Background: an optimization exercise with open tools, aiming at small area, a short achievable clock period and few clock cycles per item. Do not read the settings as production practice.
Function was checked by simulation only, so behaviour that the tests miss may differ from the original.
Power and IR drop assume default switching activity.

==> flow/design.v <==
package wafp_pkg;
  localparam int unsigned WINDOW_DEPTH = 64;
  localparam int unsigned SAMPLE_BITS  = 32;
  localparam int unsigned ADDR_BITS  = (WINDOW_DEPTH > 1) ? $clog2(WINDOW_DEPTH) : 1;
  localparam int unsigned COUNT_BITS = $clog2(WINDOW_DEPTH + 1);
  localparam int unsigned SUM_BITS   = SAMPLE_BITS + ADDR_BITS;
  localparam int unsigned STEP_BITS  = $clog2(SUM_BITS);
  localparam int unsigned FLOOR_BITS = 6;
  localparam int unsigned BIAS_BITS  = 14;
  localparam int unsigned IN_BYTES   = (2 * SAMPLE_BITS + 7) / 8;
  localparam int unsigned OUT_BYTES  = (FLOOR_BITS + BIAS_BITS + 7) / 8;
  localparam int unsigned POOL_TIER_4 = 1500;
  localparam int unsigned POOL_TIER_3 = 800;
  localparam int unsigned POOL_TIER_2 = 400;
  localparam int unsigned POOL_TIER_1 = 150;
  localparam int unsigned POOL_LOW    = 40;
  localparam int unsigned BONUS_4 = 25;
  localparam int unsigned BONUS_3 = 14;
  localparam int unsigned BONUS_2 = 8;
  localparam int unsigned BONUS_1 = 4;
  localparam int unsigned BIAS_4   = 9800;
  localparam int unsigned BIAS_3   = 9900;
  localparam int unsigned BIAS_2   = 9950;
  localparam int unsigned BIAS_MID = 10000;
  localparam int unsigned BIAS_LOW = 10100;
  localparam int unsigned FEE_DIV       = 50;
  localparam int unsigned FEE_CAP       = 32;
  localparam int unsigned FEE_CAP_START = FEE_CAP * FEE_DIV;
  localparam int unsigned FEE_IN_BITS   = $clog2(FEE_CAP_START);
  localparam int unsigned FEE_RECIP       = 1311;
  localparam int unsigned FEE_RECIP_BITS  = 11;
  localparam int unsigned FEE_RECIP_SHIFT = 16;
  localparam int unsigned FEE_PROD_BITS   = FEE_IN_BITS + FEE_RECIP_BITS;
endpackage
module wafp_ram #(
  parameter int unsigned Width = 8,
  parameter int unsigned Depth = 16
) (
  input  logic             clk_i,
  input  logic             we_i,
  input  logic [Width-1:0] wdata_i,
  output logic [Width-1:0] rdata_o
);
  logic [Depth*Width-1:0] ring_q;
  assign rdata_o = ring_q[Depth*Width-1 -: Width];
  always_ff @(posedge clk_i) begin
    ring_q <= {ring_q[(Depth-1)*Width-1:0], we_i ? wdata_i : rdata_o};
  end
endmodule
module windowed_average_fee_policy (
  input  logic                             clk_i,
  input  logic                             rst_ni,
  input  logic                             s_axis_tvalid,
  output logic                             s_axis_tready,
  input  logic [8*wafp_pkg::IN_BYTES-1:0]  s_axis_tdata,
  output logic                             m_axis_tvalid,
  input  logic                             m_axis_tready,
  output logic [8*wafp_pkg::OUT_BYTES-1:0] m_axis_tdata
);
  localparam int unsigned SB = wafp_pkg::SAMPLE_BITS;
  localparam int unsigned XB = 17;                    
  localparam int unsigned UB = XB + 6;                
  localparam int unsigned CB = wafp_pkg::COUNT_BITS;  
  localparam int unsigned QD = 5;                     
  localparam int unsigned OB = 3;                     
  localparam logic [2:0] BC_LOW = 3'd0;
  localparam logic [2:0] BC_MID = 3'd1;
  localparam logic [2:0] BC_2   = 3'd2;
  localparam logic [2:0] BC_3   = 3'd3;
  localparam logic [2:0] BC_4   = 3'd4;
  logic [5:0]    phase_q;       
  logic          started_q;     
  logic [OB-1:0] owed_q;        
  logic          in_fire, out_fire;
  logic [XB-1:0] xp_q, xf_q;
  logic          xv_q;
  assign s_axis_tready = (phase_q == '0) && (owed_q < OB'(QD));
  assign in_fire       = s_axis_tvalid && s_axis_tready;
  always_ff @(posedge clk_i or negedge rst_ni) begin
    if (!rst_ni) begin
      phase_q   <= '0;
      started_q <= 1'b0;
      owed_q    <= '0;
      xv_q      <= 1'b0;
    end else begin
      phase_q   <= (in_fire || !started_q) ? '0 : phase_q + 6'd1;
      started_q <= started_q || in_fire;
      owed_q    <= owed_q + OB'(in_fire) - OB'(out_fire);
      xv_q      <= in_fire;
    end
  end
  logic [SB-1:0] in_p, in_f;
  assign in_p = s_axis_tdata[SB-1:0];
  assign in_f = s_axis_tdata[2*SB-1:SB];
  always_ff @(posedge clk_i) begin
    xp_q <= (|in_p[SB-1:XB]) ? {XB{1'b1}} : in_p[XB-1:0];
    xf_q <= (|in_f[SB-1:XB]) ? {XB{1'b1}} : in_f[XB-1:0];
  end
  logic [2*XB-1:0] old_pair;
  logic [XB-1:0]   old_p, old_f;
  logic [UB-1:0]   psum_q, fsum_q;
  logic [CB-1:0]   n_q;
  logic            full;
  logic            v1_q;
  wafp_ram #(
    .Width (2 * XB),
    .Depth (wafp_pkg::WINDOW_DEPTH)
  ) u_window (
    .clk_i   (clk_i),
    .we_i    (xv_q),
    .wdata_i ({xf_q, xp_q}),
    .rdata_o (old_pair)
  );
  assign full  = n_q[CB-1];
  assign old_p = full ? old_pair[XB-1:0] : '0;
  assign old_f = full ? old_pair[2*XB-1:XB] : '0;
  always_ff @(posedge clk_i or negedge rst_ni) begin
    if (!rst_ni) begin
      psum_q <= '0;
      fsum_q <= '0;
      n_q    <= '0;
      v1_q   <= 1'b0;
    end else begin
      v1_q <= xv_q;
      if (xv_q) begin
        psum_q <= psum_q + UB'(xp_q) - UB'(old_p);
        fsum_q <= fsum_q + UB'(xf_q) - UB'(old_f);
        if (!full) n_q <= n_q + CB'(1);
      end
    end
  end
  localparam int unsigned DB = 12;   
  localparam int unsigned RB = 17;   
  logic [DB-1:0] dv;
  logic [2:0]    bc2;
  logic [5:0]    bonus2;
  logic          cap;
  logic [RB-1:0] r1, r2;
  logic          q4, q3;
  assign dv = DB'(n_q) * DB'(50);
  always_comb begin
    if (UB'(psum_q) >= UB'(n_q) * UB'(wafp_pkg::POOL_TIER_4 + 1)) begin
      bc2 = BC_4;   bonus2 = 6'(wafp_pkg::BONUS_4);
    end else if (UB'(psum_q) >= UB'(n_q) * UB'(wafp_pkg::POOL_TIER_3 + 1)) begin
      bc2 = BC_3;   bonus2 = 6'(wafp_pkg::BONUS_3);
    end else if (UB'(psum_q) >= UB'(n_q) * UB'(wafp_pkg::POOL_TIER_2 + 1)) begin
      bc2 = BC_2;   bonus2 = 6'(wafp_pkg::BONUS_2);
    end else if (UB'(psum_q) >= UB'(n_q) * UB'(wafp_pkg::POOL_TIER_1 + 1)) begin
      bc2 = BC_MID; bonus2 = 6'(wafp_pkg::BONUS_1);
    end else if (UB'(psum_q) < UB'(n_q) * UB'(wafp_pkg::POOL_LOW)) begin
      bc2 = BC_LOW; bonus2 = '0;
    end else begin
      bc2 = BC_MID; bonus2 = '0;
    end
  end
  assign cap = (fsum_q >= UB'(dv) * UB'(32));
  assign q4  = (RB'(fsum_q) >= RB'(dv) * RB'(16));
  assign r1  = q4 ? RB'(fsum_q) - RB'(dv) * RB'(16) : RB'(fsum_q);
  assign q3  = (r1 >= RB'(dv) * RB'(8));
  assign r2  = q3 ? r1 - RB'(dv) * RB'(8) : r1;
  logic          v2_q;
  logic [2:0]    bc2_q;
  logic [5:0]    base2_q;    
  logic          cap2_q;
  logic [1:0]    qh2_q;
  logic [RB-3:0] r2_q;       
  logic [DB-1:0] dv2_q;
  always_ff @(posedge clk_i or negedge rst_ni) begin
    if (!rst_ni) v2_q <= 1'b0;
    else         v2_q <= v1_q;
  end
  always_ff @(posedge clk_i) begin
    bc2_q   <= bc2;
    base2_q <= 6'd1 + bonus2;
    cap2_q  <= cap;
    qh2_q   <= {q4, q3};
    r2_q    <= (RB-2)'(r2);
    dv2_q   <= dv;
  end
  logic [RB-3:0] r3, r4;
  logic          q2, q1, q0;
  logic [5:0]    fee_term, min_fee;
  assign q2 = (r2_q >= (RB-2)'(dv2_q) * (RB-2)'(4));
  assign r3 = q2 ? r2_q - (RB-2)'(dv2_q) * (RB-2)'(4) : r2_q;
  assign q1 = (r3 >= (RB-2)'(dv2_q) * (RB-2)'(2));
  assign r4 = q1 ? r3 - (RB-2)'(dv2_q) * (RB-2)'(2) : r3;
  assign q0 = (r4 >= (RB-2)'(dv2_q));
  assign fee_term = cap2_q ? 6'(wafp_pkg::FEE_CAP) : {1'b0, qh2_q, q2, q1, q0};
  assign min_fee  = base2_q + fee_term;
  logic [8:0]    qd_q [QD];
  logic [OB-1:0] qn_q;
  logic [OB-1:0] wpos;
  assign out_fire = m_axis_tvalid && m_axis_tready;
  assign wpos     = qn_q - OB'(out_fire);
  always_ff @(posedge clk_i or negedge rst_ni) begin
    if (!rst_ni) qn_q <= '0;
    else         qn_q <= qn_q + OB'(v2_q) - OB'(out_fire);
  end
  always_ff @(posedge clk_i) begin
    for (int i = 0; i < QD; i++) begin
      if (v2_q && wpos == OB'(i)) begin
        qd_q[i] <= {bc2_q, min_fee};
      end else if (out_fire) begin
        if (i < QD - 1) qd_q[i] <= qd_q[i+1];
      end
    end
  end
  logic [13:0] bias;
  always_comb begin
    case (qd_q[0][8:6])
      BC_4:    bias = 14'(wafp_pkg::BIAS_4);
      BC_3:    bias = 14'(wafp_pkg::BIAS_3);
      BC_2:    bias = 14'(wafp_pkg::BIAS_2);
      BC_LOW:  bias = 14'(wafp_pkg::BIAS_LOW);
      default: bias = 14'(wafp_pkg::BIAS_MID);
    endcase
  end
  assign m_axis_tvalid = (qn_q != '0);
  assign m_axis_tdata  = {4'b0, bias, qd_q[0][5:0]};
endmodule
==> flow/run.sh <==
#!/bin/bash
# synth_recipe.tcl (not shown) runs the flow's synth.tcl, then flattens the netlist and writes it again
# the make line also repeats each setting of config.mk as NAME=value (left out here)
make -C /OpenROAD-flow-scripts/flow DESIGN_CONFIG=/design/flow/config.mk WORK_HOME=/design/flow/orfs CLKGATE_MAP_FILE= SYNTH_SCRIPT=/design/flow/synth_recipe.tcl finish
==> flow/config.mk <==
export PLATFORM = sky130hd
export DESIGN_NAME = windowed_average_fee_policy
export DESIGN_NICKNAME = windowed_average_fee_policy
export VERILOG_FILES = /design/flow/design.v
export SDC_FILE = /design/flow/constraint.sdc
export NUM_CORES = 4
export LEC_CHECK = 0
export CAP_MARGIN = 20
export CORE_MARGIN = 2
export CORE_UTILIZATION = 40
export SLEW_MARGIN = 20
==> flow/constraint.sdc <==
create_clock -name core_clock -period 8.0 [get_ports {clk_i}]
set_input_delay 1.6000 -clock core_clock [delete_from_list [all_inputs] [get_ports {clk_i}]]
set_output_delay 1.6000 -clock core_clock [all_outputs]
set_load 0.01 [all_outputs]
==> results.json <==
{
  "status": "finished clean",
  "fin_hold_ws_ns": 0.293,
  "grtUsageTotal_pct": 11.8,
  "fin_skew_ns": 0.0418,
  "hold_path_class": "reg -> reg",
  "avgRoutedWirePerCell_um": 13.7,
  "core.rowCount": 145,
  "report.final.slew_viol_count": 0,
  "placed_cell_area_um2": 66000,
  "coreArea_um2": 156000,
  "areaGrowthSynthToFinish_pct": 17.5,
  "ys_top_cells_by_area": "dfxtp_1, ha_1, dfrtp_1, fa_1, edfxtp_1",
  "clockBufferDepth": 3,
  "cts_tree": "yes",
  "dieArea_um2": 160000,
  "endpoint_kind": "register",
  "crit_fanout": 11,
  "ir_drop_mv": 0.313,
  "drt_iter0_drc": 1184,
  "r2r_cells": 34,
  "synth.avg_cell_area_um2": 14.6,
  "avgViaCountPerCell": 4.19,
  "die_w_um": 400,
  "clockPowerShare_pct": 29.6,
  "ant_nets": 0,
  "syn_area_um2": 62700,
  "fmax_mhz": 132,
  "cpPeakStageDelay_ns": 0.41,
  "fin_util_pct": 47.2,
  "grt_pass1_wl_mm": 150,
  "yosysTopAreaCell": "dfxtp_1",
  "cp_slowest_cell": "fa_1",
  "cp_data_arrival_time_ns": 8.11,
  "slew_headroom_pct": 37.0,
  "drive_gt1_share_pct": 11.1,
  "period_needed_ns": 7.56,
  "power.leakage_nw": 31.5,
  "htreeDepth": 4,
  "p_int_mw": 25.0,
  "worstSetupPathType": "reg -> reg",
  "final-hold-violation-count": 0,
  "start_util_pct": 40.2,
  "critPathRequiredTime_ns": 8.55,
  "dr.pass1.iters": 5,
  "fin_crit_sh_pct": 94.4,
  "drc": 0,
  "clock_sinks": 2362,
  "drv_cap": 0,
  "worstHoldPathCells": 0,
  "ios": 94,
  "grt_overflow_total": 0,
  "net-switching-power_mw": 10.5,
  "cts-root-buf": "clkbuf_16",
  "async_flop_share_pct": 2.92,
  "grtUsageMet3_pct": 2.78,
  "grt_max_degree": 69,
  "ys_seq_elements": 2362,
  "yosysWarnings": 3,
  "yosysSeqAreaShare_pct": 76.6,
  "final_area_um2": 73700,
  "seqPwrFrac_pct": 42.8,
  "path_buf_inv": 2,
  "vias": 28536,
  "path_depth": 34,
  "synthDistinctLibCells": 83,
  "numCtsBuffers": 208,
  "path_delay_family": "compound AO/OA/AOI/OAI gates",
  "antenna_found_initial": 9,
  "n_fill_cell": 13551,
  "dp_hpwl_mm": 59.0,
  "synth_edf_count": 45,
  "use_met1_pct": 17.5,
  "cpMostUsedCell": "ha_1",
  "grt_pass1_vias": 28290,
  "path_clk_slew_ns": 0.06,
  "cts_hold_buf": 0,
  "synth_ff_type": "dfxtp_1",
  "seqCellArea_um2": 48100,
  "die_h_um": 400,
  "p_comb_share_pct": 27.5,
  "swShare_pct": 29.7,
  "synth_top_cell_area_share_pct": 71.7,
  "wl_mm": 93.3,
  "fin_setup_tns_ns": 0,
  "diodes": 0,
  "syn_inst": 4300,
  "multi_input_area_um2": 13200,
  "cp-start-kind": "register",
  "place_congestion": 0.833,
  "power_per_cell_area_nw_per_um2": 482,
  "met2_usage_pct": 16.8,
  "setup_viol": 0,
  "clk_latency_ns": 0.81,
  "worstMarginPinSlew_ns": 0.939,
  "busiest_layer": "met1",
  "io_buffer_count": 83,
  "nNetsFinal": 5050
}
[final timing paths]
| path | startpoint | endpoint | slack (ns) |
|---|---|---|---|
| max | r2_q[3] | qd_q[0][4] | 0.44 |
| min | u_window.ring_q[2030] | u_window.ring_q[2064] | 0.29 |
| max reg2reg | r2_q[3] | qd_q[0][4] | 0.44 |
| min reg2reg | u_window.ring_q[2030] | u_window.ring_q[2064] | 0.29 |
| max in group asynchronous | rst_ni | fsum_q[9] | 6.21 |
| min in group asynchronous | rst_ni | phase_q[2] | 0.76 |
[worst register-to-register path: cells and delay by family (launching register included)]
family,cells,cell delay [ns]
fa+ha+maj,6,1.86
compound gates,18,3.38
mux,1,0.27
flops,1,0.34
buf+inv,2,0.23
xor+xnor,1,0.11
simple gates,6,1.11
[layer usage]
| metal | wire (um) | vias up |
|---|---|---|
| li1 | - | 14586 |
| met1 | 49100 | 13393 |
| met2 | 38200 | 396 |
| met3 | 3800 | 161 |
| met5 | 0 | - |
| met4 | 2200 | 0 |
[synthesized netlist by cell type, drive strengths merged (5+ instances only)]
library cell	count
dfxtp	2248
inv	336
ha	332
a21oi	124
o21ai	110
nand2	104
nor2	102
mux2	79
fa	78
xnor2	76
dfrtp	69
a21o	59
xor2	49
edfxtp	45
or2	40
and2	37
nor3	35
nand3	33
buf	26
clkbuf	26
nor2b	25
nand2b	24
nand4	24
o21a	21
o21bai	18
a211oi	15
a31oi	14
or3	13
and3	11
mux2i	9
nand3b	9
o211ai	9
nor4	8
o22ai	8
a2111oi	6
o31ai	6
nor3b	5
[power groups by stage]
| stage | clock [mW] | sequential (mW) | combinational (mW) |
|---|---|---|---|
| floorplan | 0 | 15.0 | 7.28 |
| global placement | 0 | 15.4 | 9.58 |
| detailed placement | 0 | 15.4 | 9.56 |
| CTS | 10.8 | 15.3 | 9.65 |
| global route | 11.3 | 15.5 | 11.1 |
| finish | 10.5 | 15.2 | 9.77 |
[through the flow]
step / setup slack [ns] / total power, mW / cells
2_1_floorplan: 0.774 / 22.3 / 4309
3_3_place_gp: 0.0105 / 25.0 / 6413
3_5_place_dp: 0.0434 / 25.0 / 6413
4_1_cts: 0.0284 / 35.8 / 6803
5_1_grt: -0.0396 / 37.9 / 6810
6_report: 0.444 / 35.5 / 6810
[final cells by class]
cell class / instances / share of cell area [%]
flip-flops and latches: 2362 / 65.3
multi-input cells: 1560 / 17.9
clock buffers: 278 / 8.05
well taps: 2058 / 3.49
clock inverters: 112 / 2.18
inverters: 336 / 1.71
repair buffers: 104 / 1.38
[layout by cell type (no fill, tap or decap), types with 33 or more instances in the layout]
| master | n |
|---|---|
| a21o_1 | 59 |
| a21oi_1 | 123 |
| and2_1 | 35 |
| clkbuf_16 | 213 |
| clkbuf_8 | 38 |
| clkdlybuf4s50_1 | 82 |
| clkinv_2 | 41 |
| dfrtp_1 | 67 |
| dfxtp_1 | 2248 |
| edfxtp_1 | 45 |
| fa_1 | 78 |
| ha_1 | 332 |
| inv_1 | 336 |
| mux2_2 | 78 |
| nand2_1 | 103 |
| nand3_1 | 33 |
| nor2_1 | 102 |
| o21ai_0 | 106 |
| or2_2 | 40 |
| xnor2_1 | 75 |
| xor2_1 | 49 |
[sequential cells by signal (all words and copies together), names as in the netlist]
name             cells
base2_q              6
bc2_q                3
cap2_q               1
dv2_q               11
fsum_q              23
n_q                  7
owed_q               3
phase_q              6
psum_q              23
qd_q                45
qh2_q                2
qn_q                 3
r2_q                15
started_q            1
u_window.ring_q   2176
v1_q                 1
v2_q                 1
xf_q                17
xp_q                17
xv_q                 1
[kinds of logic (layout without fill, tap and decap cells)]
kind of cell	Yosys count	in the layout	share of synthesized area [%]
XOR/XNOR	125	125	1.75
adder cells (fa/ha/maj)	410	410	9.11
flip-flops	2362	2362	76.6
other	2	11	0.0120
multiplexers	88	88	1.57
AND/OR/NAND/NOR	483	484	3.96
buffers and inverters	388	830	2.45
AO/OA/AOI/OAI	442	442	4.52
[what timing repair did]
action	in CTS	in global routing
buffers inserted	0	5
endpoints found under the setup margin	0	24
resized for setup	0	9
Testbench counts, summed over its fixed seeds: cycles 4,832, items 4,800.

## port drivers added, routing unchanged
No port has a modelled driver above. Below, the same layout with a new extraction and two added sets of constraints.
Step 1, drivers: a clkbuf_16 drives clk_i and a buf_2 each remaining input, both assumed.
Step 2 times the ports against the registers' clock, not the clock port: input delays grow and output delays shrink by t, the midpoint of the rising clock arrivals with the driver on.
Three values: no drivers, after step 1, after step 2; two values: the first two.
t, ns: 0.859
slack for setup (ns): 0.444 / 0.444 / 0.444
worst hold slack (ns): 0.293 / 0.293 / 0.293
slew at the worst register clock pin (ns): 0.07 / 0.07
worst data-port slew with drivers (ns): 0.05
After both steps setup and hold are still met in this run. For this run, drivers alone change the setup slack by 0.000 ns; drivers and shift together by 0.000 ns.
